Source: an optimization exercise on an open RTL-to-GDS flow (aim: small area, a short achievable clock period and few clock cycles per item). Production flows keep margins and buffers that such runs may drop.
RTL that was checked went through simulation tests only; none was proved equivalent to the original.
Power is estimated from default activity; no workload was simulated.

== v6 ==
==> flow/design.v <==
`default_nettype none
package routerPkg;
    localparam int packetWidth = 64;
    localparam int hopLsb      = 48;     
    localparam int hopWidth    = 8;
    localparam int dirBit      = 62;     
    localparam int storeWidth  = packetWidth - 1;
    localparam int numChan = 3;
endpackage
`default_nettype wire
`default_nettype none
`timescale 1ns/1ps
import routerPkg::*;
module vcArbiter (
    input  logic clk,
    input  logic reset,
    input  logic req0,
    input  logic req1,
    input  logic slot0,          
    input  logic slot1,
    input  logic served,         
    output logic grant0,
    output logic grant1
);
    logic favor1;
    logic win1;                  
    assign win1 = (slot0 == slot1) ? favor1 : slot1;
    always_comb begin
        grant0 = req0 & (~req1 | ~win1);
        grant1 = req1 & (~req0 | win1);
    end
    always_ff @(posedge clk) begin
        if (reset) begin
            favor1 <= 1'b0;
        end else if (req0 & req1 & served & (slot0 == slot1)) begin
            favor1 <= ~favor1;
        end
    end
endmodule
`default_nettype wire
`default_nettype none
`timescale 1ns/1ps
import routerPkg::*;
module inputStage #(
    parameter bit isPe = 1'b0
) (
    input  logic                  clk,
    input  logic                  reset,
    input  logic [packetWidth:0]  linkIn,      
    output logic                  ready,
    output logic [1:0]            slotReq,     
    output logic [1:0]            linkReq,     
    output logic [storeWidth-1:0] slotData,
    output logic [storeWidth-1:0] linkData,
    input  logic                  taken        
);
    logic                   send;
    logic [packetWidth-1:0] pkt;
    logic                   rt;
    logic                   full;
    logic [1:0]             slotDst;
    logic                   readyReg;    
    assign {send, pkt} = linkIn;
    assign linkData = {pkt[63:56], pkt[55:49], pkt[47:0]};
    assign rt       = isPe ? pkt[dirBit] : ~pkt[hopLsb];
    assign full    = |slotDst;
    assign ready   = readyReg;
    assign slotReq = slotDst;
    assign linkReq = {2{send & ~full}} & {rt, ~rt};
    always_ff @(posedge clk) begin
        if (reset) begin
            slotDst <= 2'b00;
        end else if (taken) begin
            slotDst <= 2'b00;
        end else if (~full) begin
            slotDst <= linkReq;
        end
    end
    always_ff @(posedge clk) begin
        readyReg <= reset | taken | (full ? 1'b0 : ~send);
    end
    always_ff @(posedge clk) begin
        if (~full) begin
            slotData <= linkData;
        end
    end
endmodule
`default_nettype wire
`default_nettype none
`timescale 1ns/1ps
import routerPkg::*;
module switchAllocator (
    input  logic clk,
    input  logic reset,
    output logic polarity
);
    always_ff @(posedge clk) begin
        if (reset) begin
            polarity <= 1'b0;
        end else begin
            polarity <= ~polarity;
        end
    end
endmodule
`default_nettype wire
`default_nettype none
`timescale 1ns/1ps
import routerPkg::*;
module outputStage (
    input  logic                  clk,
    input  logic                  reset,
    input  logic                  slotReqA,
    input  logic                  linkReqA,
    input  logic [storeWidth-1:0] slotDataA,
    input  logic [storeWidth-1:0] linkDataA,
    input  logic                  slotReqB,
    input  logic                  linkReqB,
    input  logic [storeWidth-1:0] slotDataB,
    input  logic [storeWidth-1:0] linkDataB,
    input  logic                  outReady,
    output logic [packetWidth:0]  linkOut,     
    output logic                  takenA,
    output logic                  takenB
);
    logic                  full;
    logic [storeWidth-1:0] data;
    logic                  free;
    logic                  reqA, reqB;
    logic                  grantA, grantB;
    logic                  load;
    logic [storeWidth-1:0] nextData;
    assign reqA = slotReqA | linkReqA;
    assign reqB = slotReqB | linkReqB;
    assign free = ~full | outReady;
    assign load = free & (reqA | reqB);
    vcArbiter arbiter_inst (
        .clk    (clk),
        .reset  (reset),
        .req0   (reqA),
        .req1   (reqB),
        .slot0  (slotReqA),
        .slot1  (slotReqB),
        .served (free),
        .grant0 (grantA),
        .grant1 (grantB)
    );
    assign takenA = grantA & free;
    assign takenB = grantB & free;
    assign nextData = ({storeWidth{grantA & slotReqA}} & slotDataA)
                    | ({storeWidth{grantA & linkReqA}} & linkDataA)
                    | ({storeWidth{grantB & slotReqB}} & slotDataB)
                    | ({storeWidth{grantB & linkReqB}} & linkDataB);
    always_ff @(posedge clk) begin
        if (reset) begin
            full <= 1'b0;
        end else begin
            full <= load | (full & ~outReady);
        end
    end
    always_ff @(posedge clk) begin
        if (free) begin
            data <= nextData;
        end
    end
    assign linkOut = {full & outReady, data[62:55], 1'b0, data[54:0]};
endmodule
`default_nettype wire
`default_nettype none
`timescale 1ns/1ps
import routerPkg::*;
module ringRouter (
    input  logic        clk,
    input  logic        reset,
    input  logic [64:0] cwIn,
    input  logic [64:0] ccwIn,
    input  logic [64:0] peIn,
    output logic        cwReady,
    output logic        ccwReady,
    output logic        peReady,
    output logic [64:0] cwOut,
    output logic [64:0] ccwOut,
    output logic [64:0] peOut,
    input  logic        cwOutReady,
    input  logic        ccwOutReady,
    input  logic        peOutReady,
    output logic        polarity
);
    logic [1:0]            cwSlotReq, ccwSlotReq, peSlotReq;
    logic [1:0]            cwLinkReq, ccwLinkReq, peLinkReq;
    logic [storeWidth-1:0] cwSlotData, ccwSlotData, peSlotData;
    logic [storeWidth-1:0] cwLinkData, ccwLinkData, peLinkData;
    logic                  cwTakenRing, cwTakenPe;       
    logic                  ccwTakenRing, ccwTakenPe;
    logic                  peTakenCw, peTakenCcw;
    switchAllocator polarity_inst (
        .clk      (clk),
        .reset    (reset),
        .polarity (polarity)
    );
    inputStage #(.isPe(1'b0)) cwIn_inst (
        .clk      (clk),
        .reset    (reset),
        .linkIn   (cwIn),
        .ready    (cwReady),
        .slotReq  (cwSlotReq),
        .linkReq  (cwLinkReq),
        .slotData (cwSlotData),
        .linkData (cwLinkData),
        .taken    (cwTakenRing | cwTakenPe)
    );
    inputStage #(.isPe(1'b0)) ccwIn_inst (
        .clk      (clk),
        .reset    (reset),
        .linkIn   (ccwIn),
        .ready    (ccwReady),
        .slotReq  (ccwSlotReq),
        .linkReq  (ccwLinkReq),
        .slotData (ccwSlotData),
        .linkData (ccwLinkData),
        .taken    (ccwTakenRing | ccwTakenPe)
    );
    inputStage #(.isPe(1'b1)) peIn_inst (
        .clk      (clk),
        .reset    (reset),
        .linkIn   (peIn),
        .ready    (peReady),
        .slotReq  (peSlotReq),
        .linkReq  (peLinkReq),
        .slotData (peSlotData),
        .linkData (peLinkData),
        .taken    (peTakenCw | peTakenCcw)
    );
    outputStage cwOut_inst (
        .clk       (clk),
        .reset     (reset),
        .slotReqA  (cwSlotReq[0]),
        .linkReqA  (cwLinkReq[0]),
        .slotDataA (cwSlotData),
        .linkDataA (cwLinkData),
        .slotReqB  (peSlotReq[0]),
        .linkReqB  (peLinkReq[0]),
        .slotDataB (peSlotData),
        .linkDataB (peLinkData),
        .outReady  (cwOutReady),
        .linkOut   (cwOut),
        .takenA    (cwTakenRing),
        .takenB    (peTakenCw)
    );
    outputStage ccwOut_inst (
        .clk       (clk),
        .reset     (reset),
        .slotReqA  (ccwSlotReq[0]),
        .linkReqA  (ccwLinkReq[0]),
        .slotDataA (ccwSlotData),
        .linkDataA (ccwLinkData),
        .slotReqB  (peSlotReq[1]),
        .linkReqB  (peLinkReq[1]),
        .slotDataB (peSlotData),
        .linkDataB (peLinkData),
        .outReady  (ccwOutReady),
        .linkOut   (ccwOut),
        .takenA    (ccwTakenRing),
        .takenB    (peTakenCcw)
    );
    outputStage peOut_inst (
        .clk       (clk),
        .reset     (reset),
        .slotReqA  (cwSlotReq[1]),
        .linkReqA  (cwLinkReq[1]),
        .slotDataA (cwSlotData),
        .linkDataA (cwLinkData),
        .slotReqB  (ccwSlotReq[1]),
        .linkReqB  (ccwLinkReq[1]),
        .slotDataB (ccwSlotData),
        .linkDataB (ccwLinkData),
        .outReady  (peOutReady),
        .linkOut   (peOut),
        .takenA    (cwTakenPe),
        .takenB    (ccwTakenPe)
    );
endmodule
`default_nettype wire
export LEC_CHECK = 0
export CAP_MARGIN = 20
export CORE_MARGIN = 2
export CORE_UTILIZATION = 60
export CTS_CLUSTER_DIAMETER = 80
export CTS_CLUSTER_SIZE = 22
export SETUP_SLACK_MARGIN = 1.9
export SLEW_MARGIN = 20
create_clock -name core_clock -period 4.0 [get_ports {clk}]
standard.sh (not shown) runs the stock make flow with config.mk's settings and CLKGATE_MAP_FILE= SYNTH_SCRIPT=/design/flow/synth_recipe.tcl, a recipe that flattens the netlist after the stock synthesis.
==> flow/flow/run.sh <==
#!/bin/bash
export BUFFER_PORTS_ARGS="-buffer_cell sky130_fd_sc_hd__buf_1"
bash standard.sh > standard.log 2>&1
Edits applied to the flow inputs when going from v6 to v7:
==> flow/design.v, changed modules only <==
module vcArbiter (
    input  logic clk,
    input  logic reset,
    input  logic req0,
    input  logic req1,
    input  logic served,         
    output logic grant0,
    output logic grant1
);
    logic favor1;
    always_comb begin
        grant0 = req0 & (~req1 | ~favor1);
        grant1 = req1 & (~req0 | favor1);
    end
    always_ff @(posedge clk) begin
        if (reset) begin
            favor1 <= 1'b0;
        end else if (req0 & req1 & served) begin
            favor1 <= ~favor1;
        end
    end
endmodule
module outputStage (
    input  logic                  clk,
    input  logic                  reset,
    input  logic                  slotReqA,
    input  logic                  linkReqA,
    input  logic [storeWidth-1:0] slotDataA,
    input  logic [storeWidth-1:0] linkDataA,
    input  logic                  slotReqB,
    input  logic                  linkReqB,
    input  logic [storeWidth-1:0] slotDataB,
    input  logic [storeWidth-1:0] linkDataB,
    input  logic                  outReady,
    output logic [packetWidth:0]  linkOut,     
    output logic                  takenA,
    output logic                  takenB
);
    logic                  full;
    logic [storeWidth-1:0] data;
    logic                  free;
    logic                  reqA, reqB;
    logic                  grantA, grantB;
    logic                  load;
    logic [storeWidth-1:0] nextData;
    assign reqA = slotReqA | linkReqA;
    assign reqB = slotReqB | linkReqB;
    assign free = ~full | outReady;
    assign load = free & (reqA | reqB);
    vcArbiter arbiter_inst (
        .clk    (clk),
        .reset  (reset),
        .req0   (reqA),
        .req1   (reqB),
        .served (free),
        .grant0 (grantA),
        .grant1 (grantB)
    );
    assign takenA = grantA & free;
    assign takenB = grantB & free;
    assign nextData = ({storeWidth{grantA & slotReqA}} & slotDataA)
                    | ({storeWidth{grantA & linkReqA}} & linkDataA)
                    | ({storeWidth{grantB & slotReqB}} & slotDataB)
                    | ({storeWidth{grantB & linkReqB}} & linkDataB);
    always_ff @(posedge clk) begin
        if (reset) begin
            full <= 1'b0;
        end else begin
            full <= load | (full & ~outReady);
        end
    end
    always_ff @(posedge clk) begin
        if (free) begin
            data <= nextData;
        end
    end
    assign linkOut = {full & outReady, data[62:55], 1'b0, data[54:0]};
endmodule
==> comparison <==
- Looking at critical path class, the reg2reg result is from v6; the in2reg one comes from v7.
- Total global routing track utilization for v7: 1.0 points down relative to v6
- Changes observed in v7 relative to v6: final standard cell area without fillers up about 0.4%, final total power down about 11%, floorplan die width up 0.41%.
- The final reports for v7 and v6 show total die area higher in the former.
Testbench counts of v7, summed over its fixed seeds: cycles 5,605, items 9,600.
For v6, only the layout was checked, not whether the RTL still works.

## separate check: timing with driven ports
The results above use ideal ports. As a check the final layouts listed here were re-extracted and re-timed, cells and wires unchanged. Step 1 sets driving cells, clkbuf_16 on the clock port and buf_2 on the other inputs (assumed; they add their load-dependent delay and slew). Step 2, shift: input delay + t, output delay - t, t = (earliest + latest rising clock arrival at the registers) / 2. This alone moves slack from input paths to output paths. Three values: ideal, step 1, step 2; two values: the first two.
run	t (ns)	setup WS [ns]	latest minus earliest clock arrival (ns)	worst slew at a driven data input, ns
v6	0.578	1.890 / 1.867 / 1.324	0.012 / 0.012	0.10
v7	0.572	1.936 / 1.926 / 1.374	0.013 / 0.012	0.10
After both steps setup and hold are still met in every run listed. For v6, which loses most, drivers alone change the setup slack by -0.023 ns; drivers and shift together by -0.566 ns.
